What follows belongs to an exercise in optimizing a design on an open flow for small area and a short achievable clock period; a production flow would make more cautious choices. Function was checked by simulation only, so behaviour that the tests miss may differ from the original. Power and IR drop assume default switching activity.

==> design.v <==
`timescale 1ns/10ps
`default_nettype none
module mmu (
   input  logic                         clk,
   input  logic                         resetb,
   input  logic [31:0]                  im_addr,
   input  logic [31:0]                  im_data,
   output logic [11:2]                  im_addr_out,
   output logic [31:0]                  im_do,
   input  logic [31:0]                  dm_addr,
   input  logic [31:0]                  dm_wdata,
   input  logic [3:0]                   dm_be,
   input  logic                         dm_we,
   input  logic                         dm_is_signed,
   output logic [31:0]                  dm_do,
   input  logic [31:0]                  io_data_read,
   output logic [7:0]                   io_addr,
   output logic [31:0]                  io_wdata,
   output logic                         io_en,
   output logic                         io_we
);
   assign im_addr_out = im_addr[11:2];
   always_ff @(posedge clk or negedge resetb) begin
      if (!resetb) begin
         im_do <= 32'h0000_0013;
      end else begin
         im_do <= im_data;
      end
   end
   logic in_ram;
   logic in_io;
   logic legal;
   logic be_b;      
   logic be_h;      
   logic be_w;      
   assign in_ram = !dm_addr[31] && (dm_addr[30:28] != 3'b000);
   assign in_io  = (dm_addr[31:8] == 24'h80_0000);
   always_comb begin
      be_b = 1'b0;
      be_h = 1'b0;
      be_w = 1'b0;
      case (dm_be)
         4'b0001, 4'b0010, 4'b0100, 4'b1000: be_b = 1'b1;
         4'b0011, 4'b1100:                   be_h = 1'b1;
         4'b1111:                            be_w = 1'b1;
         default: ;
      endcase
   end
   assign legal = be_b | be_h | be_w;
   logic [31:0] lane_w;
   assign lane_w[7:0]   = dm_wdata[7:0] & {8{dm_be[0] & legal}};
   assign lane_w[15:8]  = (dm_be[0] ? dm_wdata[15:8] : dm_wdata[7:0]) & {8{dm_be[1] & legal}};
   assign lane_w[23:16] = (dm_be[0] ? dm_wdata[23:16] : dm_wdata[7:0]) & {8{dm_be[2] & legal}};
   assign lane_w[31:24] = (dm_be[0] ? dm_wdata[31:24] :
                           dm_be[2] ? dm_wdata[15:8] : dm_wdata[7:0]) & {8{dm_be[3] & legal}};
   logic [63:0]       dec;
   logic              ram_wr;
   logic [63:0][31:0] mem;
   logic [31:0]       rd;
   assign dec    = 64'd1 << dm_addr[7:2];
   assign ram_wr = dm_we && legal && in_ram;
   genvar w, l;
   for (w = 0; w < 64; w++) begin : g_word
      for (l = 0; l < 4; l++) begin : g_lane
         always_ff @(posedge clk) begin
            if (ram_wr && dec[w] && dm_be[l]) begin
               mem[w][l*8 +: 8] <= lane_w[l*8 +: 8];
            end
         end
      end
   end
   always_comb begin
      rd = '0;
      for (int i = 0; i < 64; i++) begin
         rd = rd | (mem[i] & {32{dec[i]}});
      end
   end
   logic [31:0] dout_q;
   always_ff @(posedge clk) begin
      dout_q <= dm_we ? lane_w : rd;
   end
   assign io_wdata = dout_q;
   logic       io_en_q;
   logic       io_we_q;
   logic [7:0] io_addr_q;
   always_ff @(posedge clk or negedge resetb) begin
      if (!resetb) begin
         io_en_q <= 1'b0;
         io_we_q <= 1'b0;
      end else begin
         io_en_q <= in_io;
         io_we_q <= in_io && dm_we && legal;
      end
   end
   always_ff @(posedge clk) begin
      io_addr_q <= dm_addr[7:0];
   end
   assign io_en   = io_en_q;
   assign io_we   = io_we_q;
   assign io_addr = io_addr_q;
   logic       src_ram_q;    
   logic       src_io_q;     
   logic [3:0] lo_q;         
   logic       b1_l1_q;      
   logic       b1_l3_q;      
   logic       word_q;       
   logic [3:0] f1_q;         
   logic [3:0] f2_q;         
   always_ff @(posedge clk or negedge resetb) begin
      if (!resetb) begin
         src_ram_q <= 1'b0;
         src_io_q  <= 1'b0;
      end else begin
         src_ram_q <= in_ram && legal;
         src_io_q  <= in_io && legal;
      end
   end
   always_ff @(posedge clk) begin
      lo_q[0] <= dm_be[0];
      lo_q[1] <= be_b && dm_be[1];
      lo_q[2] <= dm_be[2] && !dm_be[1] && !dm_be[0];
      lo_q[3] <= be_b && dm_be[3];
      b1_l1_q <= dm_be[1] && dm_be[0];
      b1_l3_q <= be_h && dm_be[3];
      word_q  <= be_w;
      f1_q    <= {4{be_b && dm_is_signed}} & dm_be;
      f2_q    <= {be_b && dm_be[3] || be_h && dm_be[3], be_b && dm_be[2],
                  be_b && dm_be[1] || be_h && dm_be[1], be_b && dm_be[0]}
                 & {4{dm_is_signed}};
   end
   function automatic logic [31:0] extend(input logic [31:0] s,
                                          input logic [3:0]  lo,
                                          input logic        b1l1,
                                          input logic        b1l3,
                                          input logic        wd,
                                          input logic [3:0]  f1,
                                          input logic [3:0]  f2);
      logic [31:0] r;
      logic        s1;
      logic        s2;
      r[7:0]   = (s[7:0]   & {8{lo[0]}}) | (s[15:8]  & {8{lo[1]}}) |
                 (s[23:16] & {8{lo[2]}}) | (s[31:24] & {8{lo[3]}});
      s1       = |(f1 & {s[31], s[23], s[15], s[7]});
      s2       = |(f2 & {s[31], s[23], s[15], s[7]});
      r[15:8]  = (s[15:8] & {8{b1l1}}) | (s[31:24] & {8{b1l3}}) | {8{s1}};
      r[31:16] = (s[31:16] & {16{wd}}) | {16{s2}};
      extend   = r;
   endfunction
   logic [31:0] ram_ext;
   logic [31:0] io_ext;
   assign ram_ext = extend(dout_q, lo_q, b1_l1_q, b1_l3_q, word_q, f1_q, f2_q);
   assign io_ext  = extend(io_data_read, lo_q, b1_l1_q, b1_l3_q, word_q, f1_q, f2_q);
   assign dm_do   = (ram_ext & {32{src_ram_q}}) | (io_ext & {32{src_io_q}});
endmodule
`default_nettype wire
==> run.sh <==
#!/bin/bash
# synth_recipe.tcl (not shown) runs the flow's synth.tcl, then flattens the netlist and writes it again
# the make line also repeats each setting of config.mk as NAME=value (left out here)
make -C /OpenROAD-flow-scripts/flow DESIGN_CONFIG=/design/flow/config.mk WORK_HOME=/design/flow/orfs CLKGATE_MAP_FILE= SYNTH_SCRIPT=/design/flow/synth_recipe.tcl finish
==> config.mk <==
export PLATFORM = sky130hd
export DESIGN_NAME = mmu
export DESIGN_NICKNAME = mmu
export VERILOG_FILES = /design/flow/design.v
export SDC_FILE = /design/flow/constraint.sdc
export NUM_CORES = 4
export LEC_CHECK = 0
export CAP_MARGIN = 20
export CORE_MARGIN = 2
export CORE_UTILIZATION = 50
export PLACE_DENSITY = 0.6
export SLEW_MARGIN = 20
==> constraint.sdc <==
create_clock -name core_clock -period 4.2 [get_ports {clk}]
set_input_delay 0.8400 -clock core_clock [delete_from_list [all_inputs] [get_ports {clk}]]
set_output_delay 0.8400 -clock core_clock [all_outputs]
set_load 0.01 [all_outputs]
==> out/metrics.csv <==
metric,value,unit
Sequential Area,63500,µm²
total wire length,373,mm
largest family of logic cells by synthesized area,compound AO/OA/AOI/OAI gates,
slowest CP cell,clkdlybuf4s50_1,
CP Capture Point,dm_do[19],
Fin. Hold Viols,0,
relative slew slack,0.0926,
gpl congestion,1.05,
Filler Cells Inserted,11463,
Tcrit/Tclk final,0.952,
multi-input combinational cell area,15600,µm²
hold_buf cts,0,
predominant post-synthesis flop cell,edfxtp_1,
synthesized area,79600,µm²
Yosys top cell by area,edfxtp_1,
Max VDD drop,428,µV
Mapped Nets,4937,
vias in the first global route,52226,
simple-gate share of the synthesized area,0.0685,
Area contributors post-synth,"edfxtp_1 (77%), a22oi_1 (7.9%), nor2_1 (1.7%)",
final worst slack,0.200,ns
mux cell area share after synthesis,0.00781,
Syn Area/Cell,16.7,µm²
CTS tree,built,
# DRC,0,
Critical Path Sink Type,output port,
final setup violation count,0,
Wirelength per Cell,46.9,µm
Antenna Violating Nets Remaining,0,
compound-gate portion of the synthesized area,0.109,
XOR/XNOR Fraction of Synth Area,0,
Initial DRT Pass Iterations,7,
Layout Nets,5848,
largest net degree at the start of global routing,66,
DIE WIDTH,403,µm
critical path type,reg -> out,
CP Max Fanout,10,
Leak Pwr,29.2,nW
Slew @ Worst Pin,1.32,ns
layout cells sized above 1,0.208,
fmax,250,MHz
Post-Layout Cell Count,7944,
RSZ-0062 raised after global routing,no,
"Data required, critical path",3.36,ns
Post-Place Cells,7540,
Async SR Flop Fraction,0.0168,
CTS buffer count,210,
via count,57371,
Root Buffer,clkbuf_16,
# Post-CTS Setup Buffers,0,
die area,162000,µm²
CP peak stage delay,0.63,ns
CP Launch Type,register,
Reg2Reg Launch Point,mem[1458],
Power Density,451,nW/µm²
Hold Path Class,in -> async,
yosys warns,1,
via/cell ratio,7.22,
GRT overflow,0,
hpwl dp,248,mm
run status,"complete, no violations",
WP data arrival,3.16,ns
I/O pin count,284,
Worst path depth,6,
skew final,0.0734,ns
"commonest non-fill, non-tap cell in the layout",edfxtp_1,
area delta synth->final,24.4,%
CP bufs+invs,2,
post-synth cell types,64,
most frequent cells in the layout,"edfxtp_1 (2,048), a22oi_1 (841), buf_4 (578)",
"CTS clk-pin slew, worst paths",0.06,ns
"delay-heaviest family, CP",buffers and inverters,
GRT Total Usage,0.455,
Clock Tree Buf Depth,3,
cell-by-cell trace of the critical path,"a22oi_1, nand2_2, buf_4, a21oi_1, o22ai_1, clkdlybuf4s50_1",
R2R setup slack,1.48,ns
post-synthesis sequential area ratio,0.798,
fin util,0.626,
Reg2Reg Capture Point,dout_q[18],
r2r worst-path depth,7,
crit path launch,dout_q[23],
Synth Area in Adders,0,
core box area,158000,µm²
max-slew violations,0,
minimum clock period,4.00,ns
initial antenna violation count,32,
Post-Syn Instances,4769,
number of synthesized flops with an enable pin,2048,
H-tree levels,4,
worst skew pair latency,0.91,ns
Synth top area share,0.773,
number of max-cap violations,0,
Die Y,403,µm
Initial Util,0.503,
port buffer count,241,
Core Rows,146,
first-pass GRT wire length,483,mm
Seq cells post-synth,2139,
# clock sinks,2139,
1st-iter DRT viols,12039,
worst slack at placement,-0.161,ns
## worst register-to-register path, cell delays in order, from the launching register on
cell      delay, ns
edfxtp_1       0.37
mux2i_1        0.16
nor3_1         0.06
a21oi_1        0.15
nand4_1        0.38
nor4_1         1.02
a31oi_1        0.23
buf_4          0.26
## Yosys cell counts (33+ instances only)
| library cell | count |
|---|---|
| clkbuf_1 | 188 |
| and3_1 | 106 |
| a22oi_1 | 841 |
| dfrtp_1 | 33 |
| nand4_1 | 145 |
| a22o_1 | 39 |
| buf_2 | 83 |
| a221oi_1 | 38 |
| nor4_1 | 73 |
| edfxtp_1 | 2048 |
| dfxtp_1 | 55 |
| nor3_1 | 52 |
| nand2_1 | 206 |
| nand3_1 | 53 |
| mux2i_1 | 43 |
| a21oi_1 | 108 |
| nor2_1 | 370 |
## where the power goes
part | leakage, nW | internal (W) | switching (W)
sequential | 15.6 | 0.0234 | 0.000151
clock | 3.36 | 0.0106 | 0.00830
combinational | 10.3 | 0.000748 | 0.00150
total | 29.2 | 0.0347 | 0.00995
## logic make-up after synthesis
group / Yosys count
AOI/OAI and AO/OA: 1167
DFF: 2139
muxes: 60
and+or+nand+nor: 1095
buffers and inverters: 308
## stage by stage
step	hold slack [ns]	TNS (ns)	instance area [µm²]	power [W]
after floorplan	0.544	-0.0716	79600	0.0247
after CTS	0.0234	0	99000	0.0445
final	0.0146	0	99000	0.0447
after global placement	0.610	-0.136	92100	0.0261
after detailed placement	0.620	-0.161	92100	0.0261
after global routing	0.0713	0	99000	0.0455
## repair_timing
item,in CTS,in global routing
hold endpoints to repair,0,0
gates resized for setup,3,1
endpoints found under the setup margin,3,1
gates cloned,0,0
## metal layers
layer,global-route usage,share of wire,routed length [µm]
met1,0.588,0.33,124000
met2,0.632,0.41,153000
met3,0.198,0.18,66900
met4,0.280,0.076,28500
met5,0.00862,0.0011,403
## sequential cells by signal, summed over array words and instances (netlist names), 4 cells and up
name / cells
mem: 2048
dout_q: 32
im_do: 32
io_addr_q: 8
f1_q: 4
f2_q: 4
lo_q: 4
## how the worst min path moves through the flow
stage | endpoint | cells after the start
6_report | im_do[9] | 1
5_1_grt | im_do[17] | 1
4_1_cts | im_do[17] | 1
3_5_place_dp | dout_q[7] | 4
3_3_place_gp | dout_q[3] | 4
2_1_floorplan | im_do[10] | 0
## final cells by class
class,count,share of cell area
flip-flops and latches,2139,0.641
clock inverters,102,0.0119
diodes,18,0.000455
clock buffers,284,0.0577
multi-input cells,2322,0.157
inverters,4,0.000152
well taps,2072,0.0262
repair buffers,1003,0.105

==> separate check: timing with driven ports <==
In the flow no input, the clock included, has a driving cell. The finished layout below was timed again as built, in two steps. Step 1 assumes that a clkbuf_16 drives the clock port and a buf_2 every other input. Step 2 times the ports against the registers' clock, not the clock port: input delays grow and output delays shrink by t, the midpoint of the rising clock arrivals with the driver on. Slacks: ideal ports / drivers / drivers and shift; pairs: ideal ports / drivers.
shift t [ns]: 0.964
setup WS [ns]: 0.200 / 0.115 / -0.541
hold WS [ns]: 0.015 / -0.047 / 0.629
worst setup path after step 2: input to register
With both steps, setup timing fails in this run, where it was met with ideal ports. The setup slack of this run moves by -0.085 ns with the drivers and by -0.741 ns with both steps.
